What follows belongs to an exercise in optimizing a design on an open flow for small area; a production flow would make more cautious choices.
Only simulation tests tie the RTL to the original design; equivalence was not proved.

File: flow/config.mk
export PLATFORM = sky130hd
export DESIGN_NAME = db_top
export DESIGN_NICKNAME = db_top
export VERILOG_FILES = /design/flow/design.v
export SDC_FILE = /design/flow/constraint.sdc
export NUM_CORES = 4
export LEC_CHECK = 0
export CAP_MARGIN = 20
export CORE_MARGIN = 2
export CORE_UTILIZATION = 40
export SLEW_MARGIN = 20
File: flow/constraint.sdc
create_clock -name core_clock -period 12.0 [get_ports {clk}]
set_input_delay 2.4000 -clock core_clock [delete_from_list [all_inputs] [get_ports {clk}]]
set_output_delay 2.4000 -clock core_clock [all_outputs]
set_load 0.01 [all_outputs]
File: flow/design.v
package db_pkg;
    localparam int PIX_W      = 8;         
    localparam int PIX4_W     = 4*PIX_W;   
    localparam int MV_W       = 10;        
    localparam int QP_W       = 6;
    localparam int LCU_X_W    = 4;         
    localparam int BS_W       = 2;
    localparam int TC_W       = 5;         
    localparam int SAO_W      = 19;
    localparam int SAOE_W     = 18;        
    localparam logic [1:0] SAO_OFF  = 2'd0;
    localparam logic [1:0] SAO_BAND = 2'd1;
    localparam logic [1:0] SAO_EDGE = 2'd2;   
endpackage
`timescale 1ns/1ps
import db_pkg::*;
module db_bs_calc (
    input  logic                        intra_i,
    input  logic                        tu_edge_i,
    input  logic                        pu_edge_i,
    input  logic                        cbf_p_i,
    input  logic                        cbf_q_i,
    input  logic [2*db_pkg::MV_W-1:0]   mv_p_i,      
    input  logic [2*db_pkg::MV_W-1:0]   mv_q_i,
    input  logic [db_pkg::QP_W-1:0]     qp_i,
    output logic [db_pkg::BS_W-1:0]     bs_o,
    output logic [db_pkg::TC_W-1:0]     tc_o,
    output logic [7:0]                  t_o
);
    function automatic logic [4:0] tc_lookup(input logic [5:0] idx);
        case (idx)
            6'd18, 6'd19, 6'd20, 6'd21, 6'd22, 6'd23, 6'd24, 6'd25, 6'd26: tc_lookup = 5'd1;
            6'd27, 6'd28, 6'd29, 6'd30: tc_lookup = 5'd2;
            6'd31, 6'd32, 6'd33, 6'd34: tc_lookup = 5'd3;
            6'd35, 6'd36, 6'd37: tc_lookup = 5'd4;
            6'd38, 6'd39: tc_lookup = 5'd5;
            6'd40, 6'd41: tc_lookup = 5'd6;
            6'd42: tc_lookup = 5'd7;
            6'd43: tc_lookup = 5'd8;
            6'd44: tc_lookup = 5'd9;
            6'd45: tc_lookup = 5'd10;
            6'd46: tc_lookup = 5'd11;
            6'd47: tc_lookup = 5'd13;
            6'd48: tc_lookup = 5'd14;
            6'd49: tc_lookup = 5'd16;
            6'd50: tc_lookup = 5'd18;
            6'd51: tc_lookup = 5'd20;
            6'd52: tc_lookup = 5'd22;
            6'd53, 6'd54, 6'd55, 6'd56, 6'd57, 6'd58, 6'd59, 6'd60, 6'd61, 6'd62, 6'd63: tc_lookup = 5'd24;
            default: tc_lookup = 5'd0;
        endcase
    endfunction
    function automatic logic [7:0] tc10m1_lookup(input logic [5:0] idx);
        case (idx)
            6'd18, 6'd19, 6'd20, 6'd21, 6'd22, 6'd23, 6'd24, 6'd25, 6'd26: tc10m1_lookup = 8'd9;
            6'd27, 6'd28, 6'd29, 6'd30: tc10m1_lookup = 8'd19;
            6'd31, 6'd32, 6'd33, 6'd34: tc10m1_lookup = 8'd29;
            6'd35, 6'd36, 6'd37: tc10m1_lookup = 8'd39;
            6'd38, 6'd39: tc10m1_lookup = 8'd49;
            6'd40, 6'd41: tc10m1_lookup = 8'd59;
            6'd42: tc10m1_lookup = 8'd69;
            6'd43: tc10m1_lookup = 8'd79;
            6'd44: tc10m1_lookup = 8'd89;
            6'd45: tc10m1_lookup = 8'd99;
            6'd46: tc10m1_lookup = 8'd109;
            6'd47: tc10m1_lookup = 8'd129;
            6'd48: tc10m1_lookup = 8'd139;
            6'd49: tc10m1_lookup = 8'd159;
            6'd50: tc10m1_lookup = 8'd179;
            6'd51: tc10m1_lookup = 8'd199;
            6'd52: tc10m1_lookup = 8'd219;
            6'd53, 6'd54, 6'd55, 6'd56, 6'd57, 6'd58, 6'd59, 6'd60, 6'd61, 6'd62, 6'd63: tc10m1_lookup = 8'd239;
            default: tc10m1_lookup = 8'd0;
        endcase
    endfunction
    logic signed [MV_W:0] dx_w, dy_w;    
    logic                 small_x_w, small_y_w;
    logic                 intra_w;
    logic [QP_W-1:0]      idx_w;
    assign dx_w = $signed({mv_p_i[MV_W-1], mv_p_i[MV_W-1:0]})
                - $signed({mv_q_i[MV_W-1], mv_q_i[MV_W-1:0]});
    assign dy_w = $signed({mv_p_i[2*MV_W-1], mv_p_i[2*MV_W-1:MV_W]})
                - $signed({mv_q_i[2*MV_W-1], mv_q_i[2*MV_W-1:MV_W]});
    assign small_x_w = (dx_w[MV_W:2] == '0) || ((dx_w[MV_W:2] == '1) && (dx_w[1:0] != 2'b00));
    assign small_y_w = (dy_w[MV_W:2] == '0) || ((dy_w[MV_W:2] == '1) && (dy_w[1:0] != 2'b00));
    assign intra_w = intra_i && (tu_edge_i || pu_edge_i);
    always_comb begin
        if (intra_w)
            bs_o = 2'd2;
        else if ((tu_edge_i && (cbf_p_i || cbf_q_i)) || (pu_edge_i && !(small_x_w && small_y_w)))
            bs_o = 2'd1;
        else
            bs_o = 2'd0;
        idx_w = intra_w ? ((qp_i >= 6'd62) ? 6'd63 : qp_i + 6'd2) : qp_i;
        tc_o  = (bs_o == 2'd0) ? 5'd0 : tc_lookup(idx_w);
        t_o   = tc10m1_lookup(idx_w);
    end
endmodule
`timescale 1ns/1ps
import db_pkg::*;
module db_sao_select (
    input  logic                         clk,
    input  logic                         rst_n,
    input  logic                         lcu_start_i,
    input  logic [db_pkg::LCU_X_W-1:0]   lcu_x_i,
    input  logic [db_pkg::SAO_W-1:0]     lcu_sao_i,
    input  logic                         seg_ver_i,       
    input  logic                         seg_lcu_edge_i,  
    output logic [db_pkg::SAOE_W-1:0]    sao_p_o,         
    output logic [db_pkg::SAOE_W-1:0]    sao_q_o
);
    localparam int TOP_N = 1 << LCU_X_W;
    logic [SAOE_W-1:0]  cur_r;
    logic [LCU_X_W-1:0] x_cur_r;         
    logic [LCU_X_W-1:0] x_prev_r;        
    logic [SAOE_W-1:0]  row_r [TOP_N];
    logic [SAOE_W-1:0]  enc_w;
    logic [LCU_X_W-1:0] rd_x_w;
    logic               start_r;         
    logic [LCU_X_W-1:0] x_r;
    logic [SAOE_W-1:0]  enc_r;
    logic band_w;
    assign band_w = (lcu_sao_i[18:17] == SAO_BAND);
    assign enc_w[SAOE_W-1] = band_w;
    assign enc_w[0]        = band_w ? lcu_sao_i[16] : (lcu_sao_i[18:17] == SAO_EDGE);
    for (genvar k = 0; k < 4; k++) begin : g_enc
        assign enc_w[4*k+4:4*k+1] = band_w ? {lcu_sao_i[12+k], lcu_sao_i[3*k+2:3*k]}
                                           : lcu_sao_i[4*k+4:4*k+1];
    end
    always_ff @(posedge clk or negedge rst_n) begin
        if (!rst_n)
            start_r <= 1'b0;
        else
            start_r <= lcu_start_i;
    end
    always_ff @(posedge clk) begin
        x_r   <= lcu_x_i;
        enc_r <= enc_w;
    end
    always_ff @(posedge clk or negedge rst_n) begin
        if (!rst_n) begin
            cur_r[SAOE_W-1] <= 1'b0;             
            cur_r[0]        <= 1'b0;
            x_cur_r         <= '0;
            x_prev_r        <= '0;
        end else if (start_r) begin
            cur_r[SAOE_W-1] <= enc_r[SAOE_W-1];
            cur_r[0]        <= enc_r[0];
            x_cur_r         <= x_r;
            x_prev_r        <= x_cur_r;
        end
    end
    always_ff @(posedge clk) begin
        if (start_r)
            cur_r[SAOE_W-2:1] <= enc_r[SAOE_W-2:1];
    end
    for (genvar i = 0; i < TOP_N; i++) begin : g_row
        always_ff @(posedge clk or negedge rst_n) begin
            if (!rst_n) begin
                row_r[i][SAOE_W-1] <= 1'b0;      
                row_r[i][0]        <= 1'b0;
            end else if (start_r && (x_cur_r == i)) begin
                row_r[i][SAOE_W-1] <= cur_r[SAOE_W-1];
                row_r[i][0]        <= cur_r[0];
            end
        end
        always_ff @(posedge clk) begin
            if (start_r && (x_cur_r == i))
                row_r[i][SAOE_W-2:1] <= cur_r[SAOE_W-2:1];
        end
    end
    assign rd_x_w  = seg_ver_i ? x_prev_r : x_cur_r;
    assign sao_p_o = seg_lcu_edge_i ? row_r[rd_x_w] : cur_r;
    assign sao_q_o = cur_r;
endmodule
`timescale 1ns/1ps
import db_pkg::*;
module db_luma_filter (
    input  logic [db_pkg::TC_W-1:0]    tc_i,
    input  logic [7:0]                 t_i,          
    input  logic [db_pkg::PIX_W-1:0]   p0_i,
    input  logic [db_pkg::PIX_W-1:0]   p1_i,
    input  logic [db_pkg::PIX_W-1:0]   q0_i,
    input  logic [db_pkg::PIX_W-1:0]   q1_i,
    output logic [db_pkg::PIX_W-1:0]   p0_o,
    output logic [db_pkg::PIX_W-1:0]   q0_o
);
    logic signed [12:0] sum_w;
    logic [8:0]         delta_w;         
    logic               neg_w;
    logic [7:0]         x_w;
    logic               on_w, in_w;
    logic [5:0]         dclip_w;
    logic [9:0]         p0s_w, q0s_w;
    always_comb begin
        sum_w   = 13'sd9 * ($signed({5'b0, q0_i}) - $signed({5'b0, p0_i}))
                - 13'sd3 * ($signed({5'b0, q1_i}) - $signed({5'b0, p1_i}))
                + 13'sd8;
        delta_w = sum_w[12:4];
        neg_w   = delta_w[8];
        x_w     = delta_w[7:0] ^ {8{neg_w}};
        on_w    = {x_w, neg_w} < {t_i, 1'b1};            
        in_w    = {x_w, neg_w} < {3'b000, tc_i, 1'b1};   
        if (!on_w)
            dclip_w = 6'd0;
        else if (in_w)
            dclip_w = delta_w[5:0];
        else if (neg_w)
            dclip_w = 6'd0 - {1'b0, tc_i};
        else
            dclip_w = {1'b0, tc_i};
        p0s_w = {2'b00, p0_i} + {{4{dclip_w[5]}}, dclip_w};
        q0s_w = {2'b00, q0_i} - {{4{dclip_w[5]}}, dclip_w};
        p0_o  = p0s_w[9] ? 8'h00 : (p0s_w[8] ? 8'hff : p0s_w[7:0]);
        q0_o  = q0s_w[9] ? 8'h00 : (q0s_w[8] ? 8'hff : q0s_w[7:0]);
    end
endmodule
`timescale 1ns/1ps
import db_pkg::*;
module db_sao_offset (
    input  logic [8*db_pkg::PIX_W-1:0]  row_i,       
    input  logic [db_pkg::SAOE_W-1:0]   sao_p_i,
    input  logic [db_pkg::SAOE_W-1:0]   sao_q_i,
    output logic [8*db_pkg::PIX_W-1:0]  row_o
);
    logic [6:0] lt_w, gt_w;              
    for (genvar j = 0; j < 7; j++) begin : g_cmp
        assign lt_w[j] = row_i[PIX_W*j +: PIX_W] < row_i[PIX_W*(j+1) +: PIX_W];
        assign gt_w[j] = row_i[PIX_W*(j+1) +: PIX_W] < row_i[PIX_W*j +: PIX_W];
    end
    for (genvar i = 0; i < 8; i++) begin : g_pix
        logic [SAOE_W-1:0] w;
        logic [7:0]        c;
        logic [4:0]        bp, k;
        logic              band, edge_on;
        logic              la, lb, ga, gb;   
        logic [1:0]        sel;
        logic              neg, apply;
        logic [3:0]        slot;
        logic [4:0]        b5;
        logic [9:0]        sum;
        logic [7:0]        res;
        assign w    = (i < 4) ? sao_p_i : sao_q_i;
        assign c    = row_i[PIX_W*i +: PIX_W];
        assign band = w[SAOE_W-1];
        assign bp   = {w[0], w[16], w[12], w[8], w[4]};
        assign k    = c[7:3] - bp;       
        if (i == 0 || i == 7) begin : g_end
            assign la = 1'b0;
            assign lb = 1'b0;
            assign ga = 1'b0;
            assign gb = 1'b0;
        end else begin : g_mid
            assign la = gt_w[i-1];
            assign ga = lt_w[i-1];
            assign lb = lt_w[i];
            assign gb = gt_w[i];
        end
        always_comb begin
            neg     = (ga && !lb) || (gb && !la);
            edge_on = !band && w[0] && (la || lb || ga || gb) && !(la && gb) && !(ga && lb);
            sel[1]  = band ? k[1] : neg;
            sel[0]  = band ? k[0] : ((ga && gb) || ((la ^ lb) && !ga && !gb));
            apply   = band ? (k[4:2] == 3'd0) : edge_on;
            case (sel)
                2'd0: slot = w[4:1];
                2'd1: slot = w[8:5];
                2'd2: slot = w[12:9];
                default: slot = w[16:13];
            endcase
            if (!apply)
                b5 = 5'd0;
            else if (band)
                b5 = {{2{slot[2]}}, slot[2:0]};
            else if (neg)
                b5 = ~{1'b0, slot};
            else
                b5 = {1'b0, slot};
            sum = {2'b00, c} + {{5{b5[4]}}, b5} + {9'd0, apply && !band && neg};
            res = sum[9] ? 8'h00 : (sum[8] ? 8'hff : sum[7:0]);
        end
        assign row_o[PIX_W*i +: PIX_W] = res;
    end
endmodule
`timescale 1ns/1ps
import db_pkg::*;
module db_top (
    input  logic                         clk,
    input  logic                         rst_n,
    input  logic                         lcu_start_i,
    input  logic [db_pkg::LCU_X_W-1:0]   lcu_x_i,
    input  logic [db_pkg::SAO_W-1:0]     lcu_sao_i,
    input  logic                         seg_valid_i,
    input  logic                         seg_ver_i,
    input  logic                         seg_lcu_edge_i,
    input  logic                         intra_i,
    input  logic                         tu_edge_i,
    input  logic                         pu_edge_i,
    input  logic                         cbf_p_i,
    input  logic                         cbf_q_i,
    input  logic [2*db_pkg::MV_W-1:0]    mv_p_i,
    input  logic [2*db_pkg::MV_W-1:0]    mv_q_i,
    input  logic [db_pkg::QP_W-1:0]      qp_i,
    input  logic [db_pkg::PIX4_W-1:0]    pix_p_i,
    input  logic [db_pkg::PIX4_W-1:0]    pix_q_i,
    output logic                         out_valid_o,
    output logic [db_pkg::BS_W-1:0]      out_bs_o,
    output logic [db_pkg::PIX4_W-1:0]    out_p_o,
    output logic [db_pkg::PIX4_W-1:0]    out_q_o
);
    localparam int RES_W = BS_W + 2*PIX4_W;
    logic [SAOE_W-1:0] sao_p_w, sao_q_w;
    logic [BS_W-1:0]   bs_w;
    logic [TC_W-1:0]   tc_w;
    logic [7:0]        t_w;
    logic [PIX_W-1:0]  p0f_w, q0f_w;
    logic [8*PIX_W-1:0] row_w;           
    logic [8*PIX_W-1:0] sao_w;
    logic [RES_W-1:0]  res_w;
    logic [2:0]        vld_r;
    logic [BS_W-1:0]   bs1_r;
    logic [8*PIX_W-1:0] row1_r;
    logic              ver1_r, edge1_r;
    logic [RES_W-1:0]  res2_r, res3_r;
    db_sao_select u_sel (
        .clk            (clk),
        .rst_n          (rst_n),
        .lcu_start_i    (lcu_start_i),
        .lcu_x_i        (lcu_x_i),
        .lcu_sao_i      (lcu_sao_i),
        .seg_ver_i      (ver1_r),
        .seg_lcu_edge_i (edge1_r),
        .sao_p_o        (sao_p_w),
        .sao_q_o        (sao_q_w)
    );
    db_bs_calc u_bs (
        .intra_i     (intra_i),
        .tu_edge_i   (tu_edge_i),
        .pu_edge_i   (pu_edge_i),
        .cbf_p_i     (cbf_p_i),
        .cbf_q_i     (cbf_q_i),
        .mv_p_i      (mv_p_i),
        .mv_q_i      (mv_q_i),
        .qp_i        (qp_i),
        .bs_o        (bs_w),
        .tc_o        (tc_w),
        .t_o         (t_w)
    );
    db_luma_filter u_flt (
        .tc_i   (tc_w),
        .t_i    (t_w),
        .p0_i   (pix_p_i[PIX_W-1:0]),
        .p1_i   (pix_p_i[2*PIX_W-1:PIX_W]),
        .q0_i   (pix_q_i[PIX_W-1:0]),
        .q1_i   (pix_q_i[2*PIX_W-1:PIX_W]),
        .p0_o   (p0f_w),
        .q0_o   (q0f_w)
    );
    assign row_w = {pix_q_i[4*PIX_W-1:PIX_W], q0f_w,
                    p0f_w, pix_p_i[2*PIX_W-1:PIX_W], pix_p_i[3*PIX_W-1:2*PIX_W],
                    pix_p_i[4*PIX_W-1:3*PIX_W]};
    db_sao_offset u_sao (
        .row_i   (row1_r),
        .sao_p_i (sao_p_w),
        .sao_q_i (sao_q_w),
        .row_o   (sao_w)
    );
    assign res_w = {bs1_r,
                    sao_w[PIX_W*0 +: PIX_W], sao_w[PIX_W*1 +: PIX_W],
                    sao_w[PIX_W*2 +: PIX_W], sao_w[PIX_W*3 +: PIX_W],
                    sao_w[PIX_W*7 +: PIX_W], sao_w[PIX_W*6 +: PIX_W],
                    sao_w[PIX_W*5 +: PIX_W], sao_w[PIX_W*4 +: PIX_W]};
    always_ff @(posedge clk or negedge rst_n) begin
        if (!rst_n)
            vld_r <= '0;
        else
            vld_r <= {vld_r[1:0], seg_valid_i};
    end
    always_ff @(posedge clk) begin
        bs1_r   <= bs_w;
        row1_r  <= row_w;
        ver1_r  <= seg_ver_i;
        edge1_r <= seg_lcu_edge_i;
        res2_r  <= res_w;
        res3_r <= res2_r;
    end
    assign out_valid_o = vld_r[2];
    assign {out_bs_o, out_p_o, out_q_o} = res3_r;
endmodule
File: flow/run.sh
#!/bin/bash
# synth_recipe.tcl (not shown) runs the flow's synth.tcl, then flattens the netlist and writes it again
# the make line also repeats each setting of config.mk as NAME=value (left out here)
make -C /OpenROAD-flow-scripts/flow DESIGN_CONFIG=/design/flow/config.mk WORK_HOME=/design/flow/orfs CLKGATE_MAP_FILE= SYNTH_SCRIPT=/design/flow/synth_recipe.tcl finish
==> metrics.md, run 1 <==
| Metric | Value |
|---|---|
| I/O Pins | `211` |
| Post-DP HPWL | `62,800 µm` |
| Antenna viol nets, final | `0` |
| Post-synth top flop | `edfxtp_1` |
| Post-synth cell types | `103` |
| Worst Hold End | `res3_r[47]` |
| Synth area leaders | `edfxtp_1, dfxtp_1, ha_1, a21oi_1, dfrtp_1` |
| Crit path largest cell delay | `0.54 ns` |
| Die span in x | `282 µm` |
| Rows | `101` |
| DR WL/cell | `20.6 µm` |
| Final Core Density | `0.478` |
| Root buffer cell | `clkbuf_16` |
| GRT Overall Usage | `0.217` |
| Fmax | `87.5 MHz` |
| Critical Path AT | `11.93 ns` |
| Worst-skew pair later-pin latency | `0.64 ns` |
| Worst r2r dst | `res2_r[47]` |
| Core footprint | `0.0762 mm²` |
| CTS Buffer Depth | `3` |
| 1st-iter DRT viols | `1,386` |
| WL final | `86,700 µm` |
| Grt total ovfl | `0` |
| Max_cap viols | `0` |
| Via count | `22,900` |
| Ys async rst share | `0.0852` |
| Worst reg-to-reg setup slack | `4.37 ns` |
| Nets | `3,605` |
| DR pass1 iterations | `5` |
| Slew Limit Fails | `0` |
| H-Tree Depth | `2` |
| Outcome | `timing/DRC/antenna clean` |
| DIE HEIGHT | `282 µm` |
| Crit Path Max Fanout | `7` |
| CTS clk-pin slew, worst paths | `0.07 ns` |
| Final period utilization | `0.953` |
| Setup violators final | `0` |
| Area Overhead vs Synth | `17.8%` |
| Number of global-route vias before repair | `23,500` |
| Initial Util | `0.405` |
| Final Hold Viols | `0` |
| Remaining DRCs | `0` |
| Sequential fraction of the synthesis area | `0.446` |
| Largest net degree at the start of global routing | `54` |
| CP max stage cell | `clkdlybuf4s50_1` |
| Post-layout min period | `11.43 ns` |
| Cell area after synthesis | `0.0309 mm²` |
| Global-route wire length before repair | `133,000 µm` |
| HP Start | `res2_r[47]` |
| Critical Setup Path Class | `input port to register` |
| Sequential Area | `0.0138 mm²` |
| Syn_nets | `3,367` |
| CTS Hold Bufs | `0` |
| Die area | `0.0795 mm²` |
| Post-synth EDFFs | `272` |
| Clock Skews | `0.0531 ns` |
| Gate Count Post-Synth | `2,892` |
| Multi-input logic area | `0.0159 mm²` |
| TritonCTS Buffers | `54` |
| Worst slew pin tran | `1.17 ns` |
| Crit Reg-Reg Startpoint | `ver1_r` |
| Post-synth top area share | `0.264` |
| Flip-flop and latch count after synthesis | `540` |
| # port buffers | `210` |
| Initial antenna violation count | `3` |
| Layout cells sized above 1 | `0.101` |
| Post-synth top cells | `ha_1, edfxtp_1, inv_1, a21oi_1, dfxtp_1` |
| Sink Count | `540` |
| Min-delay worst type | `register to register` |
| Critical Path Sink Type | `register` |
| Synth warn | `6` |
| Vias per cell | `5.45` |
| Startpoint Class | `input port` |
| Max-slew headroom | `0.220` |
| Worst hold path depth | `0` |
| Most frequent cell after synthesis | `ha_1` |
| Biggest area consumer among synthesized cells | `edfxtp_1` |
| Fill cells | `6,829` |
| CTS tree | `yes` |
| Worst reg2reg path depth | `31` |
| Mapped Avg Cell Area | `10.7 µm²` |
| Worst path required time | `12.50 ns` |
| Gpl congestion | `0.881` |
| Worst hold slack | `0.316 ns` |
[per-layer routing]
metal / wire (µm) / part of all wire / global-route usage / vias up
met1: 36500 / 0.42 / 0.267 / 11100
met4: 2940 / 0.034 / 0.0762 / 6
met3: 5060 / 0.058 / 0.0404 / 157
li1: - / - / - / 11000
met2: 42200 / 0.49 / 0.378 / 625
met5: 42 / 0.00048 / 0 / -
[state kept, by name, indices dropped and copies added, names as in the netlist, 2 cells and up]
signal and cells:
u_sel.x_prev_r 4, vld_r 3, u_sel.enc_r 18, u_sel.cur_r 18, bs1_r 2, res3_r 66
row1_r 64, u_sel.row_r 288, res2_r 66, u_sel.x_r 4, u_sel.x_cur_r 4
[layout by cell type, fill, tap and decap left out, types with 9 or more instances in the layout]
cell             synthesis  final
ha_1                   286    286
edfxtp_1               272    272
inv_1                  265    265
a21oi_1                230    226
dfxtp_1                222    222
clkdlybuf4s50_1          0    209
nand2_1                161    161
nor2_1                 147    137
xnor2_1                122    117
a22oi_1                106    104
o21ai_0                 85     84
a21o_1                  80     80
mux2_2                  76     76
clkbuf_16                0     57
buf_4                    4     53
xor2_1                  50     50
mux2i_1                 48     48
dfrtp_1                 46     46
fa_1                    45     45
nor2b_1                 44     43
nand3_1                 43     43
nand2b_1                40     40
nor3_1                  33     33
o211ai_1                27     27
o21a_1                  26     26
a211oi_1                30     25
nand4_1                 24     24
o21bai_1                18     18
or2_2                   17     17
o22ai_1                 16     15
and3_1                  14     14
or3_1                   12     12
a31oi_1                 12     12
a221oi_1                11     11
a21boi_0                10     10
clkinv_2                 0     10
a211o_1                  9      9
nand3b_1                 9      9
[logic make-up (layout without fill, tap and decap cells)]
group / Yosys count / after routing / share of synthesized area
AOI/OAI and AO/OA: 759 / 759 / 0.165
xor gates and xnor gates: 177 / 177 / 0.0518
adders and majority gates: 331 / 331 / 0.145
buffers and inverters: 348 / 630 / 0.0438
DFF: 540 / 540 / 0.446
muxes: 136 / 136 / 0.0509
other: 0 / 1 / 0
and+or+nand+nor: 601 / 601 / 0.0976
[worst max-delay path by stage]
| stage | start | endpoint | slack [ns] | cells past startpoint |
|---|---|---|---|---|
| after CTS | pix_p_i[0] | row1_r[29] | 0.47 | 42 |
| after global routing | pix_q_i[0] | row1_r[31] | -0.03 | 48 |
| after floorplan | pix_q_i[0] | row1_r[31] | 0.58 | 44 |
| after global placement | pix_p_i[9] | row1_r[31] | 0.08 | 54 |
| after detailed placement | pix_p_i[0] | row1_r[31] | -0.13 | 48 |
| final | pix_p_i[1] | row1_r[31] | 0.57 | 46 |
[critical path, delay by kind of cell]
kind	cells	cell delay, ns
xor+xnor	4	0.84
mux	3	0.56
buf+inv	7	1.11
compound gates	15	2.46
fa+ha+maj	9	3.35
simple gates	8	1.19
[through the flow]
| step | cell area [µm²] | TNS [ns] | worst slack, ns | cells |
|---|---|---|---|---|
| floorplan | 30900 | 0 | 0.580 | 2892 |
| CTS | 36300 | 0 | 0.473 | 4200 |
| global route | 36400 | -0.0304 | -0.0304 | 4204 |
| global placement | 34400 | 0 | 0.0812 | 4100 |
| finish | 36400 | 0 | 0.566 | 4205 |
| detailed placement | 34400 | -0.851 | -0.131 | 4100 |
[area by class of cell]
cell class | instances | area share
multi-input combinational | 2004 | 0.438
clock inverter | 34 | 0.0109
sequential | 540 | 0.378
tap | 1030 | 0.0354
antenna | 1 | 0.0000688
timing repair buffer | 263 | 0.0685
clock buffer | 66 | 0.0413
inverter | 267 | 0.0275
[timing repair]
| action | 4_1_cts | 5_1_grt |
|---|---|---|
| buffers inserted | 0 | 4 |
| endpoints found under the setup margin | 0 | 16 |
| resized for setup | 0 | 13 |
==> run 2: changes to the inputs <==
--- a/flow/design.v
+++ b/flow/design.v
@@ -93,5 +93,5 @@
             bs_o = 2'd0;
         idx_w = intra_w ? ((qp_i >= 6'd62) ? 6'd63 : qp_i + 6'd2) : qp_i;
-        tc_o  = (bs_o == 2'd0) ? 5'd0 : tc_lookup(idx_w);
+        tc_o  = tc_lookup(idx_w);
         t_o   = tc10m1_lookup(idx_w);
     end
@@ -126,5 +126,5 @@
     for (genvar k = 0; k < 4; k++) begin : g_enc
         assign enc_w[4*k+4:4*k+1] = band_w ? {lcu_sao_i[12+k], lcu_sao_i[3*k+2:3*k]}
-                                           : lcu_sao_i[4*k+4:4*k+1];
+                                           : (lcu_sao_i[4*k+4:4*k+1] ^ {4{k >= 2}});
     end
     always_ff @(posedge clk or negedge rst_n) begin
@@ -177,4 +177,5 @@
 import db_pkg::*;
 module db_luma_filter (
+    input  logic                       bs_nz_i,      
     input  logic [db_pkg::TC_W-1:0]    tc_i,
     input  logic [7:0]                 t_i,          
@@ -194,6 +195,6 @@
     logic [9:0]         p0s_w, q0s_w;
     always_comb begin
-        sum_w   = 13'sd9 * ($signed({5'b0, q0_i}) - $signed({5'b0, p0_i}))
-                - 13'sd3 * ($signed({5'b0, q1_i}) - $signed({5'b0, p1_i}))
+        sum_w   = $signed({5'b0, q0_i, 3'b0}) + $signed({5'b0, q0_i}) + $signed({4'b0, p1_i, 1'b0}) + $signed({5'b0, p1_i})
+                - $signed({5'b0, p0_i, 3'b0}) - $signed({5'b0, p0_i}) - $signed({4'b0, q1_i, 1'b0}) - $signed({5'b0, q1_i})
                 + 13'sd8;
         delta_w = sum_w[12:4];
@@ -202,5 +203,5 @@
         on_w    = {x_w, neg_w} < {t_i, 1'b1};            
         in_w    = {x_w, neg_w} < {3'b000, tc_i, 1'b1};   
-        if (!on_w)
+        if (!on_w || !bs_nz_i)
             dclip_w = 6'd0;
         else if (in_w)
@@ -226,24 +227,46 @@
     logic [6:0] lt_w, gt_w;              
     for (genvar j = 0; j < 7; j++) begin : g_cmp
-        assign lt_w[j] = row_i[PIX_W*j +: PIX_W] < row_i[PIX_W*(j+1) +: PIX_W];
-        assign gt_w[j] = row_i[PIX_W*(j+1) +: PIX_W] < row_i[PIX_W*j +: PIX_W];
+        logic [7:0] a, b;
+        logic [8:0] l, e;
+        assign a = row_i[PIX_W*j +: PIX_W];
+        assign b = row_i[PIX_W*(j+1) +: PIX_W];
+        always_comb begin
+            l[8] = 1'b0;
+            e[8] = 1'b1;
+            for (int n = 7; n >= 0; n--) begin
+                l[n] = l[n+1] | (e[n+1] & ~a[n] & b[n]);
+                e[n] = e[n+1] & ~(a[n] ^ b[n]);
+            end
+        end
+        assign lt_w[j] = l[0];
+        assign gt_w[j] = ~l[0] & ~e[0];
     end
+    logic [4:0] nbp_p, nbp_q;
+    assign nbp_p = ~{sao_p_i[0], sao_p_i[16], sao_p_i[12], sao_p_i[8], sao_p_i[4]};
+    assign nbp_q = ~{sao_q_i[0], sao_q_i[16], sao_q_i[12], sao_q_i[8], sao_q_i[4]};
     for (genvar i = 0; i < 8; i++) begin : g_pix
         logic [SAOE_W-1:0] w;
         logic [7:0]        c;
-        logic [4:0]        bp, k;
-        logic              band, edge_on;
+        logic [4:0]        nbp, k;
+        logic              band, apply;
         logic              la, lb, ga, gb;   
+        logic              neg, cat_on;
         logic [1:0]        sel;
-        logic              neg, apply;
         logic [3:0]        slot;
         logic [4:0]        b5;
-        logic [9:0]        sum;
-        logic [7:0]        res;
+        logic [8:0]        cy;
+        logic [7:0]        s8, b8, res;
         assign w    = (i < 4) ? sao_p_i : sao_q_i;
         assign c    = row_i[PIX_W*i +: PIX_W];
         assign band = w[SAOE_W-1];
-        assign bp   = {w[0], w[16], w[12], w[8], w[4]};
-        assign k    = c[7:3] - bp;       
+        assign nbp  = (i < 4) ? nbp_p : nbp_q;
+        always_comb begin
+            logic [5:0] kc;
+            kc[0] = 1'b1;
+            for (int n = 0; n < 5; n++) begin
+                k[n]    = c[3+n] ^ nbp[n] ^ kc[n];
+                kc[n+1] = (c[3+n] & nbp[n]) | (kc[n] & (c[3+n] ^ nbp[n]));
+            end
+        end
         if (i == 0 || i == 7) begin : g_end
             assign la = 1'b0;
@@ -258,9 +281,9 @@
         end
         always_comb begin
-            neg     = (ga && !lb) || (gb && !la);
-            edge_on = !band && w[0] && (la || lb || ga || gb) && !(la && gb) && !(ga && lb);
-            sel[1]  = band ? k[1] : neg;
-            sel[0]  = band ? k[0] : ((ga && gb) || ((la ^ lb) && !ga && !gb));
-            apply   = band ? (k[4:2] == 3'd0) : edge_on;
+            neg    = (ga && !lb) || (gb && !la);
+            cat_on = (la || lb || ga || gb) && !(la && gb) && !(ga && lb);
+            sel[1] = band ? k[1] : neg;
+            sel[0] = band ? k[0] : ((ga && gb) || ((la ^ lb) && !ga && !gb));
+            apply  = band ? (k[4:2] == 3'd0) : (w[0] && cat_on);
             case (sel)
                 2'd0: slot = w[4:1];
@@ -269,14 +292,14 @@
                 default: slot = w[16:13];
             endcase
+            b5 = {band ? slot[2] : neg, band ? slot[2] : slot[3], slot[2:0]};
             if (!apply)
                 b5 = 5'd0;
-            else if (band)
-                b5 = {{2{slot[2]}}, slot[2:0]};
-            else if (neg)
-                b5 = ~{1'b0, slot};
-            else
-                b5 = {1'b0, slot};
-            sum = {2'b00, c} + {{5{b5[4]}}, b5} + {9'd0, apply && !band && neg};
-            res = sum[9] ? 8'h00 : (sum[8] ? 8'hff : sum[7:0]);
+            cy[0] = apply && !band && neg;
+            b8    = {{3{b5[4]}}, b5};
+            for (int n = 0; n < 8; n++) begin
+                s8[n]   = c[n] ^ b8[n] ^ cy[n];
+                cy[n+1] = (c[n] & b8[n]) | (cy[n] & (c[n] ^ b8[n]));
+            end
+            res = (cy[8] ^ b5[4]) ? {8{~b5[4]}} : s8;
         end
         assign row_o[PIX_W*i +: PIX_W] = res;
@@ -348,4 +371,5 @@
     );
     db_luma_filter u_flt (
+        .bs_nz_i (bs_w != 2'd0),
         .tc_i   (tc_w),
         .t_i    (t_w),
==> flow/flow/run.sh (new file) <==
#!/bin/bash
set -euo pipefail
bash standard.sh \
    BUFFER_PORTS_ARGS="-buffer_cell sky130_fd_sc_hd__buf_1" \
    RECOVER_POWER=100 \
    finish > make.log 2>&1
==> flow/standard.sh (new file) <==
#!/bin/bash
# synth_recipe.tcl (not shown) runs the flow's synth.tcl, then flattens the netlist and writes it again
# the make line also repeats each setting of config.mk as NAME=value (left out here)
make -C /OpenROAD-flow-scripts/flow DESIGN_CONFIG=/design/flow/config.mk WORK_HOME=/design/flow/orfs CLKGATE_MAP_FILE= SYNTH_SCRIPT=/design/flow/synth_recipe.tcl "${@:-finish}"
--- a/flow/config.mk
+++ b/flow/config.mk
@@ -9,3 +9,6 @@
 export CORE_MARGIN = 2
 export CORE_UTILIZATION = 40
+export CTS_BUF_LIST = sky130_fd_sc_hd__clkbuf_8
+export CTS_CLUSTER_DIAMETER = 60
+export CTS_CLUSTER_SIZE = 16
 export SLEW_MARGIN = 20
removed: flow/run.sh
==> run 2 against run 1 <==
  * Area after synthesis fell by 6.1%
  * Design area shrank 13%
  * Non-clock buffer count is 19 lower
  * The layout now fails its checks (max-capacitance violations, max-slew violations)
  * Worst hold slack gained 0.0096 ns
  * Sequential share of layout area rose by 5.5 points
  * Critical path depth down 5
==> metrics.md, run 2 <==
| Metric | Value |
|---|---|
| Post-synth top flop | `edfxtp_1` |
| Root buffer cell | `clkbuf_8` |
| Sequential fraction of the synthesis area | `0.474 (+0.0289)` |
| Nets | `3,169 (-12%)` |
| Post-synth top cells | `inv_1, edfxtp_1, dfxtp_1, nand2_1, fa_1` |
| Global-route wire length before repair | `125,000 µm (-6.2%)` |
| Number of global-route vias before repair | `21,300 (-9.6%)` |
| Area Overhead vs Synth | `9.59%` |
| Ys async rst share | `0.0852 (unchanged)` |
| CTS clk-pin slew, worst paths | `0.09 ns (+0.02 ns)` |
| Syn_nets | `2,958 (-12%)` |
| Place WS | `0.0864 ns (+0.217 ns)` |
| Flip-flop and latch count after synthesis | `540 (unchanged)` |
| Fmax | `90.0 MHz (+2.9%)` |
| Outcome | `failed layout checks` |
| Worst reg-to-reg setup slack | `1.65 ns (-2.72 ns)` |
| I/O Pins | `211 (unchanged)` |
| Gate Count Post-Synth | `2,564 (-11%)` |
| H-Tree Depth | `2 (unchanged)` |
| # port buffers | `210 (unchanged)` |
| Worst hold slack | `0.325 ns (+0.00957 ns)` |
| WL final | `81,600 µm (-5.9%)` |
| Post-layout min period | `11.12 ns (-0.317 ns)` |
| Gpl congestion | `0.909 (+3.2%)` |
| Grt total ovfl | `0 (unchanged)` |
| Critical Path AT | `11.62 ns (-0.31 ns)` |
| Initial Util | `0.405 (about the same)` |
| Most frequent cell after synthesis | `inv_1` |
| Min-delay worst type | `register to register` |
| Initial antenna violation count | `6 (+3)` |
| CTS tree | `yes` |
| Worst reg2reg path depth | `26 (-16%)` |
| Min setup slack post-route | `0.883 ns (+0.317 ns)` |
| Critical Path Sink Type | `register` |
| Crit Path Max Fanout | `11 (+4)` |
| Leading cell types in the layout, fill and taps excluded | `inv_1, edfxtp_1, dfxtp_1` |
| Post-synth cell types | `114 (+11%)` |
| Total Neg Setup Slack | `0 ns (unchanged)` |
| CTS Hold Bufs | `0 (unchanged)` |
| Worst r2r dst | `res2_r[62]` |
| Core footprint | `0.0716 mm² (-6.0%)` |
| Via count | `20,800 (-9.1%)` |
| Layout Check Fails | `max-capacitance violations, max-slew violations` |
| Slew Limit Fails | `205 (+205)` |
| Final Hold Viols | `0 (unchanged)` |
| Post-DP HPWL | `58,700 µm (-6.6%)` |
| Largest net degree at the start of global routing | `37 (-31%)` |
| Post-synth EDFFs | `272 (unchanged)` |
| Mapped Avg Cell Area | `11.3 µm² (+5.9%)` |
| Max-slew headroom | `-0.961 (-1.18)` |
| Synth area leaders | `edfxtp_1, dfxtp_1, fa_1, ha_1, dfrtp_1` |
| Fill cells | `6,742 (-1.3%)` |
| Die span in x | `273 µm (-3.0%)` |
| GRT Overall Usage | `0.217 (about the same)` |
| Cell area after synthesis | `0.0290 mm² (-6.1%)` |
| Post-synth top area share | `0.282 (+0.0171)` |
| 1st-iter DRT viols | `1,641 (+18%)` |
| CP max stage cell | `fa_1` |
| Max reg flops | `288 (unchanged)` |
| Setup violators final | `0 (unchanged)` |
| HP Start | `res2_r[26]` |
| DIE HEIGHT | `273 µm (-3.0%)` |
| RSZ-0062 raised after global routing | `no` |
| Final period utilization | `0.926 (-0.0264)` |
| Biggest area consumer among synthesized cells | `edfxtp_1` |
| CTS Buffer Depth | `3 (unchanged)` |
| TritonCTS Buffers | `45 (-17%)` |
| Sink Count | `540 (unchanged)` |
| Rows | `98 (-3.0%)` |
| DR WL/cell | `21.7 µm (+5.2%)` |
| Finished Layout Cells | `3,759 (-11%)` |
| Regs by FF count | `u_sel.row_r: 288 flops, res2_r: 66 flops, res3_r: 66 flops` |
| Commonest non-fill, non-tap cell in the layout | `inv_1` |
| Clock Skews | `0.0853 ns (+0.0322 ns)` |
| Critical Setup Path Class | `input port to register` |
| Crit path largest cell delay | `0.55 ns (about the same)` |
| Worst slew pin tran | `2.93 ns (+1.76 ns)` |
| Final Core Density | `0.444 (-0.0336)` |
| Worst path required time | `12.51 ns (about the same)` |
| Die area | `0.0747 mm² (-6.0%)` |
| DR pass1 iterations | `5 (unchanged)` |
| Worst-skew pair later-pin latency | `0.72 ns (+0.08 ns)` |
| Startpoint Class | `input port` |
| Vias per cell | `5.54 (+1.7%)` |
| Reg with most FFs | `u_sel.row_r` |
| Worst hold path depth | `0 (unchanged)` |
| Worst Hold End | `res3_r[26]` |
| Antenna viol nets, final | `0 (unchanged)` |
| Remaining DRCs | `0 (unchanged)` |
| Layout cells sized above 1 | `0.0762 (-0.0249)` |
| Placed cells | `3,678 (-10%)` |
| Crit Reg-Reg Startpoint | `ver1_r` |
| Synth warn | `6 (unchanged)` |
| Max_cap viols | `10 (+10)` |
run 2: stage by stage:
step	area (µm²)
final	31800
after CTS	31900
after floorplan	29000
after global routing	31800
after global placement	31000
after detailed placement	31000
run 2: critical path, delay by kind of cell:
family | cells | cell delay [ns]
and+or+nand+nor | 7 | 0.91
adders and majority gates | 9 | 3.47
muxes | 1 | 0.30
AOI/OAI and AO/OA | 15 | 2.94
buffers and inverters | 5 | 0.54
xor gates and xnor gates | 4 | 1.07
run 2: how the worst max path moves through the flow:
stage	from	to	slack [ns]	cells after the start
after global routing	pix_q_i[3]	row1_r[24]	0.07	40
after floorplan	pix_q_i[0]	row1_r[24]	0.88	42
final	pix_q_i[3]	row1_r[25]	0.88	41
after detailed placement	pix_q_i[3]	row1_r[24]	0.09	41
after CTS	pix_q_i[3]	row1_r[24]	0.76	40
after global placement	pix_q_i[3]	row1_r[24]	0.42	42
run 2: cells by family (layout without fill, tap and decap cells):
kind of cell / after synthesis / after routing / synth area share
AOI/OAI and AO/OA: 561 / 561 / 0.138
xor gates and xnor gates: 102 / 102 / 0.0308
adders and majority gates: 301 / 301 / 0.161
buffers and inverters: 384 / 628 / 0.0513
DFF: 540 / 540 / 0.474
muxes: 111 / 111 / 0.0438
other: 0 / 1 / 0
and+or+nand+nor: 565 / 565 / 0.100
run 2: final cells by class:
class / count / area, µm² / area share
sequential: 540 / 13800 / 0.433
inverter: 304 / 1140 / 0.0359
timing repair buffer: 244 / 991 / 0.0312
clock inverter: 35 / 307 / 0.00964
multi-input combinational: 1640 / 13800 / 0.433
antenna: 1 / 2.50 / 0.0000787
tap: 950 / 1190 / 0.0374
clock buffer: 45 / 619 / 0.0195
run 2: repair_timing:
action,CTS,global route
endpoints found under the hold margin,0,0
gates resized for setup,0,2
buffers inserted,0,0
endpoints found under the setup margin,0,7
run 2: per-layer routing:
metal  vias up  GRT usage  part of all wire
li1       9560          -                 -
met1     10400      0.270              0.40
met2       740      0.384              0.50
met3       164     0.0349             0.067
met4         8     0.0670             0.030
met5         -          0           0.00065
==> run 3: changes to the inputs <==
--- a/flow/design.v
+++ b/flow/design.v
@@ -74,12 +74,21 @@
         endcase
     endfunction
-    logic signed [MV_W:0] dx_w, dy_w;    
+    logic [MV_W:0] dx_w, dy_w;    
     logic                 small_x_w, small_y_w;
     logic                 intra_w;
     logic [QP_W-1:0]      idx_w;
-    assign dx_w = $signed({mv_p_i[MV_W-1], mv_p_i[MV_W-1:0]})
-                - $signed({mv_q_i[MV_W-1], mv_q_i[MV_W-1:0]});
-    assign dy_w = $signed({mv_p_i[2*MV_W-1], mv_p_i[2*MV_W-1:MV_W]})
-                - $signed({mv_q_i[2*MV_W-1], mv_q_i[2*MV_W-1:MV_W]});
+    function automatic logic [MV_W:0] sub_mv(input logic [MV_W-1:0] a, input logic [MV_W-1:0] b);
+        logic [MV_W:0] ae, be;
+        logic          cy;
+        ae = {a[MV_W-1], a};
+        be = ~{b[MV_W-1], b};
+        cy = 1'b1;
+        for (int n = 0; n <= MV_W; n++) begin
+            sub_mv[n] = ae[n] ^ be[n] ^ cy;
+            cy        = (ae[n] & be[n]) | (cy & (ae[n] ^ be[n]));
+        end
+    endfunction
+    assign dx_w = sub_mv(mv_p_i[MV_W-1:0], mv_q_i[MV_W-1:0]);
+    assign dy_w = sub_mv(mv_p_i[2*MV_W-1:MV_W], mv_q_i[2*MV_W-1:MV_W]);
     assign small_x_w = (dx_w[MV_W:2] == '0) || ((dx_w[MV_W:2] == '1) && (dx_w[1:0] != 2'b00));
     assign small_y_w = (dy_w[MV_W:2] == '0) || ((dy_w[MV_W:2] == '1) && (dy_w[1:0] != 2'b00));
@@ -171,5 +180,14 @@
     end
     assign rd_x_w  = seg_ver_i ? x_prev_r : x_cur_r;
-    assign sao_p_o = seg_lcu_edge_i ? row_r[rd_x_w] : cur_r;
+    logic [TOP_N-1:0]  rd_hot_w;
+    logic [SAOE_W-1:0] rd_w;
+    always_comb begin
+        rd_w = '0;
+        for (int n = 0; n < TOP_N; n++) begin
+            rd_hot_w[n] = (rd_x_w == n);
+            rd_w = rd_w | (row_r[n] & {SAOE_W{rd_hot_w[n]}});
+        end
+    end
+    assign sao_p_o = seg_lcu_edge_i ? rd_w : cur_r;
     assign sao_q_o = cur_r;
 endmodule
==> run 3 against run 2 <==
  * Still fails the layout checks on max-capacitance violations, max-slew violations
  * Synthesized cell count decreased by 8.2%
  * Area after synthesis decreased by 3.3%
  * Flip-flop and latch count unchanged
  * Critical endpoint is now row1_r[28]
  * Fmax decreased by 1.4%
==> metrics.md, run 3 <==
| Metric | Value |
|---|---|
| Crit Path Max Fanout | `11 (unchanged)` |
| Gpl congestion | `0.853 (-6.2%)` |
| CTS tree | `yes` |
| DR pass1 iterations | `6 (+1)` |
| Crit path largest cell delay | `0.50 ns (-0.05 ns)` |
| Design area | `0.0310 mm² (-2.4%)` |
| Fmax | `88.7 MHz (-1.4%)` |
| Largest net degree at the start of global routing | `47 (+27%)` |
| Setup violators final | `0 (unchanged)` |
| Rows | `97 (-1.0%)` |
| Final period utilization | `0.940 (+0.0134)` |
| Initial Util | `0.403 (-0.00259)` |
| Max reg flops | `288 (unchanged)` |
| Most frequent cell after synthesis | `inv_1` |
| Worst hold slack | `0.312 ns (-0.0133 ns)` |
| Startpoint Class | `input port` |
| Sink Count | `540 (unchanged)` |
| Critical Path AT | `11.78 ns (+0.16 ns)` |
| Antenna viol nets, final | `0 (unchanged)` |
| 1st-iter DRT viols | `1,604 (-2.3%)` |
| Gate Count Post-Synth | `2,354 (-8.2%)` |
| Post-layout min period | `11.28 ns (+0.161 ns)` |
| DR WL/cell | `21.3 µm (-1.8%)` |
| H-Tree Depth | `2 (unchanged)` |
| Grt total ovfl | `0 (unchanged)` |
| TritonCTS Buffers | `48 (+6.7%)` |
| Min-delay worst type | `register to register` |
| Die span in x | `269 µm (-1.7%)` |
| Post-synth top area share | `0.291 (+0.00972)` |
| Worst hold path depth | `0 (unchanged)` |
| Layout cells sized above 1 | `0.0784 (+0.00215)` |
| Outcome | `failed layout checks` |
| Mapped Avg Cell Area | `11.9 µm² (+5.3%)` |
| Reg with most FFs | `u_sel.row_r` |
| Worst Hold End | `res3_r[38]` |
| Number of global-route vias before repair | `19,600 (-7.9%)` |
| CTS clk-pin slew, worst paths | `0.09 ns (about the same)` |
| Regs by FF count | `u_sel.row_r: 288 flops, res2_r: 66 flops, res3_r: 66 flops` |
| Worst-skew pair later-pin latency | `0.69 ns (-0.03 ns)` |
| Final Hold Viols | `0 (unchanged)` |
| Worst reg-to-reg setup slack | `2.44 ns (+0.79 ns)` |
| Finished Layout Cells | `3,570 (-5.0%)` |
| Remaining DRCs | `0 (unchanged)` |
| Max-slew headroom | `-0.849 (+0.112)` |
| CTS Buffer Depth | `3 (unchanged)` |
| Post-synth top cells | `inv_1, edfxtp_1, dfxtp_1, nand2_1, fa_1` |
| Root buffer cell | `clkbuf_8` |
| Worst r2r dst | `res2_r[60]` |
| HP Start | `res2_r[38]` |
| Syn_nets | `2,748 (-7.1%)` |
| Commonest non-fill, non-tap cell in the layout | `inv_1` |
| Critical Setup Path Class | `input port to register` |
| Synth area leaders | `edfxtp_1, dfxtp_1, fa_1, ha_1, dfrtp_1` |
| GRT Overall Usage | `0.210 (-0.00709)` |
| Initial antenna violation count | `5 (-1)` |
| Die area | `0.0722 mm² (-3.3%)` |
| Post-synth EDFFs | `272 (unchanged)` |
| Worst reg2reg path depth | `27 (+3.8%)` |
| Vias per cell | `5.41 (-2.4%)` |
| Worst slew pin tran | `2.76 ns (-0.168 ns)` |
| I/O Pins | `211 (unchanged)` |
| Ys async rst share | `0.0852 (unchanged)` |
| Cell area after synthesis | `0.0280 mm² (-3.3%)` |
| Worst path required time | `12.50 ns (about the same)` |
| Place WS | `-0.111 ns (-0.198 ns)` |
| DIE HEIGHT | `269 µm (-1.7%)` |
| Global-route wire length before repair | `115,000 µm (-8.0%)` |
| Area Overhead vs Synth | `10.6%` |
| CTS Hold Bufs | `0 (unchanged)` |
| Flip-flop and latch count after synthesis | `540 (unchanged)` |
| Slew Limit Fails | `210 (+2.4%)` |
| Synth warn | `6 (unchanged)` |
| Placed cells | `3,485 (-5.2%)` |
| Leading cell types in the layout, fill and taps excluded | `inv_1, edfxtp_1, dfxtp_1` |
| Critical Path Sink Type | `register` |
| WL final | `76,100 µm (-6.7%)` |
| Biggest area consumer among synthesized cells | `edfxtp_1` |
| Core footprint | `0.0697 mm² (-2.7%)` |
| CP max stage cell | `fa_1` |
| Max_cap viols | `9 (-1)` |
| Post-DP HPWL | `54,000 µm (-7.9%)` |
| # port buffers | `210 (unchanged)` |
| DP Area | `0.0301 mm² (-2.9%)` |
| Sequential fraction of the synthesis area | `0.491 (+0.0164)` |
| Post-synth top flop | `edfxtp_1` |
| RSZ-0062 raised after global routing | `no` |
| Post-synth cell types | `105 (-7.9%)` |
| Layout Check Fails | `max-capacitance violations, max-slew violations` |
| Min setup slack post-route | `0.722 ns (-0.161 ns)` |
| Via count | `19,300 (-7.3%)` |
| Nets | `2,989 (-5.7%)` |
| Crit Reg-Reg Startpoint | `ver1_r` |
| Clock Skews | `0.0638 ns (-0.0216 ns)` |
[run 3: per-stage QoR]
step            util  setup TNS, ns
6_report       0.445              0
5_1_grt        0.445              0
4_1_cts        0.447              0
3_5_place_dp   0.432         -0.948
3_3_place_gp   0.432              0
2_1_floorplan      -              0
[run 3: cell type report]
cell class,count,area [µm²]
Sequential cell,540,13800
Clock buffer,51,702
Inverter,299,1120
Multi-Input combinational cell,1451,12900
Timing Repair Buffer,255,1050
Tap cell,940,1180
Fill cell,6564,38600
Antenna cell,1,2.50
Clock inverter,33,313
[run 3: worst max-delay path, delay by kind of cell]
family | cells | cell delay, ns
compound gates | 18 | 3.86
fa+ha+maj | 9 | 3.45
xor+xnor | 4 | 0.83
simple gates | 4 | 0.73
buf+inv | 4 | 0.50
[run 3: worst max path at each step]
stage / startpoint / cells past startpoint / to / slack [ns]
floorplan: pix_q_i[0] / 40 / row1_r[32] / 0.48
global placement: pix_q_i[3] / 40 / row1_r[35] / 0.23
detailed placement: pix_q_i[3] / 40 / row1_r[37] / -0.11
CTS: pix_q_i[3] / 40 / row1_r[37] / 0.58
global route: pix_q_i[3] / 38 / row1_r[28] / 0.06
finish: pix_q_i[3] / 39 / row1_r[28] / 0.72
[run 3: timing repair]
| item | 4_1_cts | 5_1_grt |
|---|---|---|
| resized for setup | 0 | 2 |
| buffers inserted | 0 | 0 |
| endpoints found under the setup margin | 0 | 16 |
| hold endpoints to repair | 0 | 0 |
[run 3: kinds of logic after synthesis]
kind of cell / synth area share
multiplexers: 0.0476
AO/OA/AOI/OAI: 0.119
flip-flops: 0.491
XOR/XNOR: 0.0303
adder cells (fa/ha/maj): 0.178
buffers and inverters: 0.0501
AND/OR/NAND/NOR: 0.0838
[run 3: per-layer routing]
layer	track usage	part of all wire
met5	0	0.00021
met4	0.0565	0.023
met3	0.0333	0.070
met2	0.356	0.49
met1	0.279	0.42
==> run 4: changes to the inputs <==
==> flow/flow/run.sh (replaced) <==
#!/bin/bash
set -euo pipefail
bash standard.sh \
    BUFFER_PORTS_ARGS="-buffer_cell sky130_fd_sc_hd__buf_1" \
    finish > make.log 2>&1
==> run 4 against run 3 <==
  * Now clean on timing, DRC and antenna
  * Setup slack got worse by 0.0066 ns
  * Fmax is essentially flat
  * Routed wire length about the same
  * Count of clock-buffer cells in the layout unchanged
==> metrics.md, run 4 <==
| Metric | Value |
|---|---|
| Outcome | `timing/DRC/antenna clean` |
| Post-synth EDFFs | `272 (unchanged)` |
| Layout cells sized above 1 | `0.0894 (+0.0110)` |
| Slew Limit Fails | `0 (-100%)` |
| Post-Synth Simple-Gate Area | `0.0838 (unchanged)` |
| Crit path largest cell delay | `0.50 ns (about the same)` |
| CTS clk-pin slew, worst paths | `0.09 ns (about the same)` |
| Vias per cell | `5.40 (-0.19%)` |
| DIE HEIGHT | `269 µm (unchanged)` |
| Grt met1 use | `0.279 (unchanged)` |
| Biggest area consumer among synthesized cells | `edfxtp_1` |
| Post-synthesis adder-cell area fraction | `0.178 (unchanged)` |
| Initial Util | `0.403 (unchanged)` |
| Met3 global-route usage | `0.0333 (unchanged)` |
| RSZ-0062 raised after global routing | `no` |
| Post-DP HPWL | `54,000 µm (unchanged)` |
| GRT Overall Usage | `0.210 (unchanged)` |
| Post-synth cell types | `105 (unchanged)` |
| Sink Count | `540 (unchanged)` |
| Synth warn | `6 (unchanged)` |
| Max-slew headroom | `0.213 (+1.06)` |
| DR WL/cell | `21.3 µm (about the same)` |
| Multi-input logic area | `0.0129 mm² (+0.30%)` |
| Critical Path AT | `11.79 ns (about the same)` |
| Worst path required time | `12.51 ns (about the same)` |
| DR pass1 iterations | `5 (-1)` |
| CTS Buffer Depth | `3 (unchanged)` |
| WL final | `76,100 µm (about the same)` |
| Cell area after synthesis | `0.0280 mm² (unchanged)` |
| GRT met2 Usage | `0.356 (unchanged)` |
| Commonest non-fill, non-tap cell in the layout | `inv_1` |
| Antenna viol nets, final | `0 (unchanged)` |
| Post-synthesis mux area share | `0.0476 (unchanged)` |
| Syn_nets | `2,748 (unchanged)` |
| Mapped Avg Cell Area | `11.9 µm² (unchanged)` |
| Rows | `97 (unchanged)` |
| Crit Path Max Fanout | `11 (unchanged)` |
| Post-layout min period | `11.28 ns (+0.00657 ns)` |
| Most frequent cell after synthesis | `inv_1` |
| DP Area | `0.0301 mm² (unchanged)` |
| Flip-flop and latch count after synthesis | `540 (unchanged)` |
| Final Hold Viols | `0 (unchanged)` |
| Die area | `0.0722 mm² (unchanged)` |
| Setup violators final | `0 (unchanged)` |
| Leading cell types in the layout, fill and taps excluded | `inv_1, edfxtp_1, dfxtp_1` |
| Remaining DRCs | `0 (unchanged)` |
| Synth area leaders | `edfxtp_1, dfxtp_1, fa_1, ha_1, dfrtp_1` |
| Design area | `0.0311 mm² (+0.37%)` |
| TritonCTS Buffers | `48 (unchanged)` |
| Sequential Area | `0.0138 mm² (unchanged)` |
| Final period utilization | `0.940 (about the same)` |
| Reg with most FFs | `u_sel.row_r` |
| Setup bufs post-CTS | `0 (unchanged)` |
| Clock Skews | `0.0602 ns (-0.00360 ns)` |
| Fill cells | `6,539 (-0.38%)` |
| CTS tree | `yes` |
| Nets | `2,989 (unchanged)` |
| Initial antenna violation count | `4 (-1)` |
| Critical Path Sink Type | `register` |
| H-Tree Depth | `2 (unchanged)` |
| Area Overhead vs Synth | `11.0%` |
| Max_cap viols | `0 (-9)` |
| Most Crowded Layer GR | `met2` |
| Cts repair resizes | `0 (unchanged)` |
| Root buffer cell | `clkbuf_8` |
| Critical Setup Path Class | `input port to register` |
| Gate Count Post-Synth | `2,354 (unchanged)` |
| Largest family of logic cells by synthesized area | `adder cells` |
| Grt total ovfl | `0 (unchanged)` |
| CP max stage cell | `fa_1` |
| I/O Pins | `211 (unchanged)` |
| Max reg flops | `288 (unchanged)` |
| Total Neg Setup Slack | `0 ns (unchanged)` |
| Via count | `19,300 (-0.19%)` |
| # port buffers | `210 (unchanged)` |
| Worst-skew pair later-pin latency | `0.69 ns (about the same)` |
| Min-delay worst type | `register to register` |
| Largest net degree at the start of global routing | `47 (unchanged)` |
| Synth Area in XOR/XNOR | `0.0303 (unchanged)` |
| Worst slew pin tran | `1.18 ns (-1.58 ns)` |
| Ys async rst share | `0.0852 (unchanged)` |
| Gpl congestion | `0.853 (unchanged)` |
| CTS Hold Bufs | `0 (unchanged)` |
| Post-synth top cells | `inv_1, edfxtp_1, dfxtp_1, nand2_1, fa_1` |
| Post-synth top area share | `0.291 (unchanged)` |
| Regs by FF count | `u_sel.row_r: 288 flops, res2_r: 66 flops, res3_r: 66 flops` |
| Core footprint | `0.0697 mm² (unchanged)` |
| 1st-iter DRT viols | `1,687 (+5.2%)` |
| Synth Area in Compound Gates | `0.119 (unchanged)` |
| Fmax | `88.6 MHz (about the same)` |
| Post-synth top flop | `edfxtp_1` |
| Number of global-route vias before repair | `19,600 (unchanged)` |
| Sequential fraction of the synthesis area | `0.491 (unchanged)` |
| Global-route wire length before repair | `115,000 µm (unchanged)` |
| Die span in x | `269 µm (unchanged)` |
| Startpoint Class | `input port` |
## run 4: cell counts after synthesis
No cell type changed its count.
## run 4: kinds of logic (layout without fill, tap and decap cells)
logic type | count (synthesis) | count (layout)
simple gates | 471 | 471
mux | 113 | 113
buf+inv | 363 | 638
xor+xnor | 97 | 97
compound gates | 450 | 450
flops | 540 | 540
fa+ha+maj | 320 | 320
other cells | 0 | 1
## run 4: stage by stage
stage          utilization  cells  hold slack [ns]  setup WS (ns)
2_1_floorplan            -   2354            0.310          0.478
3_3_place_gp         0.432   3485            0.312          0.232
3_5_place_dp         0.432   3485            0.313         -0.111
4_1_cts              0.447   3569            0.317          0.581
5_1_grt              0.447   3570            0.320         0.0618
6_report             0.447   3570            0.310          0.716
## run 4: layer usage
layer,wire length (µm),vias to the layer above
li1,-,8819
met1,32100,9653
met2,36900,696
met3,5360,95
met4,1730,2
met5,16,-
## run 4: area by class of cell
cell class                      instances  share of cell area
Antenna cell                            1           0.0000804
Tap cell                              940              0.0378
Inverter                              299              0.0360
Sequential cell                       540               0.442
Timing Repair Buffer                  255              0.0362
Clock buffer                           51              0.0225
Clock inverter                         33              0.0100
Multi-Input combinational cell       1451               0.415
## run 4: path summary, 6_finish.rpt
check / from / end / slack (ns) / cells after the start
worst max-delay path: pix_q_i[3] / row1_r[28] / 0.72 / 39
worst min-delay path: res2_r[38] / res3_r[38] / 0.31 / 0
worst max register to register: ver1_r / res2_r[60] / 3.04 / 28
worst min register to register: res2_r[38] / res3_r[38] / 0.31 / 0
max in group asynchronous: rst_n / u_sel.row_r[9][0] / 9.79 / 2
min in group asynchronous: rst_n / u_sel.start_r / 1.78 / 2
## run 4: critical path, delay by kind of cell
family | cells | cell delay (ns)
buf+inv | 4 | 0.50
fa+ha+maj | 9 | 3.45
simple gates | 4 | 0.73
compound gates | 18 | 3.88
xor+xnor | 4 | 0.84
==> run 5: changes to the inputs <==
==> flow/flow/run.sh (replaced) <==
#!/bin/bash
set -euo pipefail
W=$(pwd)
sed "/^  log_cmd abc {\*}\$abc_args\$/i\\  set abc_args [lreplace \$abc_args 1 1 $W/flow/abc_area.script]" \
    "$FLOW_HOME/scripts/synth.tcl" > "$W/synth_area.tcl"
grep -q "abc_area.script" "$W/synth_area.tcl"
sed "s#source \$::env(SCRIPTS_DIR)/synth.tcl#source $W/synth_area.tcl#" synth_recipe.tcl > "$W/synth_recipe_area.tcl"
grep -q "synth_area.tcl" "$W/synth_recipe_area.tcl"
bash standard.sh \
    SYNTH_SCRIPT="$W/synth_recipe_area.tcl" \
    ADDER_MAP_FILE= \
    BUFFER_PORTS_ARGS="-buffer_cell sky130_fd_sc_hd__buf_1" \
    finish > make.log 2>&1
==> flow/flow/abc_area.script (new file) <==
strash
&get -n
&fraig -x
&put
scorr
dc2
strash
dch -f
amap -m
topo
stime -c
==> run 5 against run 4 <==
  * Core utilization rose by 1.0 points
  * Via count rose by 14%
  * Still clean
  * Largest cell class unchanged
  * Die area fell by 12%
  * Critical endpoint is now row1_r[36]
  * Final cell count rose by 5.5%
  * Highest routed layer is now met4
  * Design area fell by 11%
  * First-iteration DRC count rose by 43%
  * Register-to-register slack improved by 0.54 ns
  * Sequential share of layout area rose by 5.6 points
==> metrics.md, run 5 <==
| Metric | Value |
|---|---|
| Min-delay worst type | `register to register` |
| Leading cell types in the layout, fill and taps excluded | `nor2_1, o21ai_0, edfxtp_1` |
| Post-synth top area share | `0.333 (+0.0419)` |
| Sequential fraction of the synthesis area | `0.561 (+0.0705)` |
| Most frequent cell after synthesis | `nor2_1` |
| Critical Path AT | `11.29 ns (-0.50 ns)` |
| Gate Count Post-Synth | `2,643 (+12%)` |
| Via count | `21,900 (+14%)` |
| Worst-skew pair later-pin latency | `0.68 ns (about the same)` |
| Grt total ovfl | `0 (unchanged)` |
| Remaining DRCs | `0 (unchanged)` |
| Regs by FF count | `u_sel.row_r: 288 flops, res2_r: 66 flops, res3_r: 66 flops` |
| WL final | `77,300 µm (+1.6%)` |
| TritonCTS Buffers | `47 (-2.1%)` |
| DIE HEIGHT | `252 µm (-6.4%)` |
| # port buffers | `210 (unchanged)` |
| Slew Limit Fails | `0 (unchanged)` |
| Layout cells sized above 1 | `0.0425 (-0.0469)` |
| Biggest area consumer among synthesized cells | `edfxtp_1` |
| H-Tree Depth | `2 (unchanged)` |
| GRT Overall Usage | `0.238 (+0.0279)` |
| RSZ-0062 raised after global routing | `no` |
| CTS clk-pin slew, worst paths | `0.09 ns (about the same)` |
| I/O Pins | `211 (unchanged)` |
| Post-layout min period | `10.69 ns (-0.590 ns)` |
| Root buffer cell | `clkbuf_8` |
| CTS tree | `yes` |
| Reg with most FFs | `u_sel.row_r` |
| Synth warn | `6 (unchanged)` |
| # diodes | `0 (-1)` |
| Post-synth top flop | `edfxtp_1` |
| Post-synth EDFFs | `272 (unchanged)` |
| DR WL/cell | `20.5 µm (-3.7%)` |
| Final period utilization | `0.891 (-0.0492)` |
| Ys async rst share | `0.0852 (unchanged)` |
| Design area | `0.0276 mm² (-11%)` |
| Setup bufs post-CTS | `0 (unchanged)` |
| Mapped Avg Cell Area | `9.28 µm² (-22%)` |
| Worst path required time | `12.60 ns (+0.09 ns)` |
| Outcome | `timing/DRC/antenna clean` |
| Post-DP HPWL | `52,700 µm (-2.5%)` |
| DR pass1 iterations | `6 (+1)` |
| Setup violators final | `0 (unchanged)` |
| Crit Path Max Fanout | `8 (-3)` |
| Initial antenna violation count | `1 (-3)` |
| Vias per cell | `5.81 (+7.6%)` |
==> run 5: cell type report <==
cell class | count | area [µm²]
Inverter | 247 | 927
Timing Repair Buffer | 260 | 1160
Tap cell | 782 | 978
Sequential cell | 540 | 13800
Clock buffer | 49 | 674
Multi-Input combinational cell | 1856 | 9860
Fill cell | 5737 | 32800
Clock inverter | 34 | 277
==> run 5: worst paths after layout <==
kind	end	start	cells after the start
setup / recovery	row1_r[36]	pix_q_i[3]	65
hold / removal	res3_r[23]	res2_r[23]	0
setup reg to reg	res2_r[62]	ver1_r	34
hold reg to reg	res3_r[23]	res2_r[23]	0
max in group asynchronous	u_sel.row_r[1][17]	rst_n	2
min in group asynchronous	u_sel.start_r	rst_n	2
==> run 5: critical path: cells and delay by family <==
family | cells | cell delay [ns]
buffers and inverters | 7 | 1.26
and+or+nand+nor | 30 | 3.12
AOI/OAI and AO/OA | 28 | 4.52
==> run 5: repair_timing <==
action                                  4_1_cts  5_1_grt
endpoints found under the hold margin         0        0
hold buffers                                  0        0
gates resized for setup                       0        3
endpoints found under the setup margin        0       13
==> run 5: through the flow <==
step | hold slack, ns | cells | utilization | setup WS [ns]
floorplan | 0.310 | 2643 | - | 1.16
global placement | 0.313 | 3685 | 0.441 | 0.783
detailed placement | 0.312 | 3685 | 0.441 | 0.494
CTS | 0.321 | 3768 | 0.457 | 1.17
global route | 0.338 | 3768 | 0.457 | 0.0181
finish | 0.323 | 3768 | 0.457 | 1.31
==> run 5: kinds of logic after synthesis <==
group / Yosys count / synth area share
AND/OR/NAND/NOR: 860 / 0.145
AO/OA/AOI/OAI: 996 / 0.256
buffers and inverters: 247 / 0.0378
flip-flops: 540 / 0.561
==> run 5: routing by layer <==
| layer | wire (µm) | part of all wire | GRT usage | vias to the layer above |
|---|---|---|---|---|
| met2 | 36900 | 0.48 | 0.403 | 914 |
| met4 | 1670 | 0.022 | 0.0587 | 0 |
| li1 | - | - | - | 10500 |
| met5 | 0 | 0 | 0 | - |
| met1 | 32700 | 0.42 | 0.319 | 10400 |
| met3 | 6120 | 0.079 | 0.0356 | 132 |

## port drivers added, routing unchanged
The results above use ideal ports. As a check the final layouts listed here were re-extracted and re-timed, cells and wires unchanged.
Step 1, drivers: a clkbuf_16 drives clk and a buf_2 each remaining input, both assumed.
Step 2 times the ports against the registers' clock, not the clock port: input delays grow and output delays shrink by t, the midpoint of the rising clock arrivals with the driver on.
a / b / c = no drivers / after step 1 / after step 2; a / b = the first two.
| run | t (ns) | slack for setup (ns) | hold slack, ns | clock arrival spread, ns | worst register clock-pin slew, ns |
|---|---|---|---|---|---|
| run 1 | 0.672 | 0.566 / 0.589 / -0.083 | 0.316 / 0.316 / 0.316 | 0.055 / 0.055 | 0.07 / 0.07 |
| run 2 | 0.727 | 0.883 / 0.913 / 0.186 | 0.325 / 0.325 / 0.325 | 0.092 / 0.092 | 0.11 / 0.11 |
| run 3 | 0.724 | 0.722 / 0.763 / 0.038 | 0.312 / 0.312 / 0.312 | 0.065 / 0.065 | 0.11 / 0.11 |
| run 4 | 0.720 | 0.716 / 0.750 / 0.030 | 0.310 / 0.310 / 0.310 | 0.061 / 0.061 | 0.11 / 0.11 |
| run 5 | 0.718 | 1.306 / 1.319 / 0.601 | 0.323 / 0.323 / 0.323 | 0.040 / 0.040 | 0.11 / 0.11 |
Met with ideal ports but missed after step 2: setup timing in run 1. The setup slack of run 5, which loses most, moves by +0.013 ns with the drivers and by -0.705 ns with both steps.
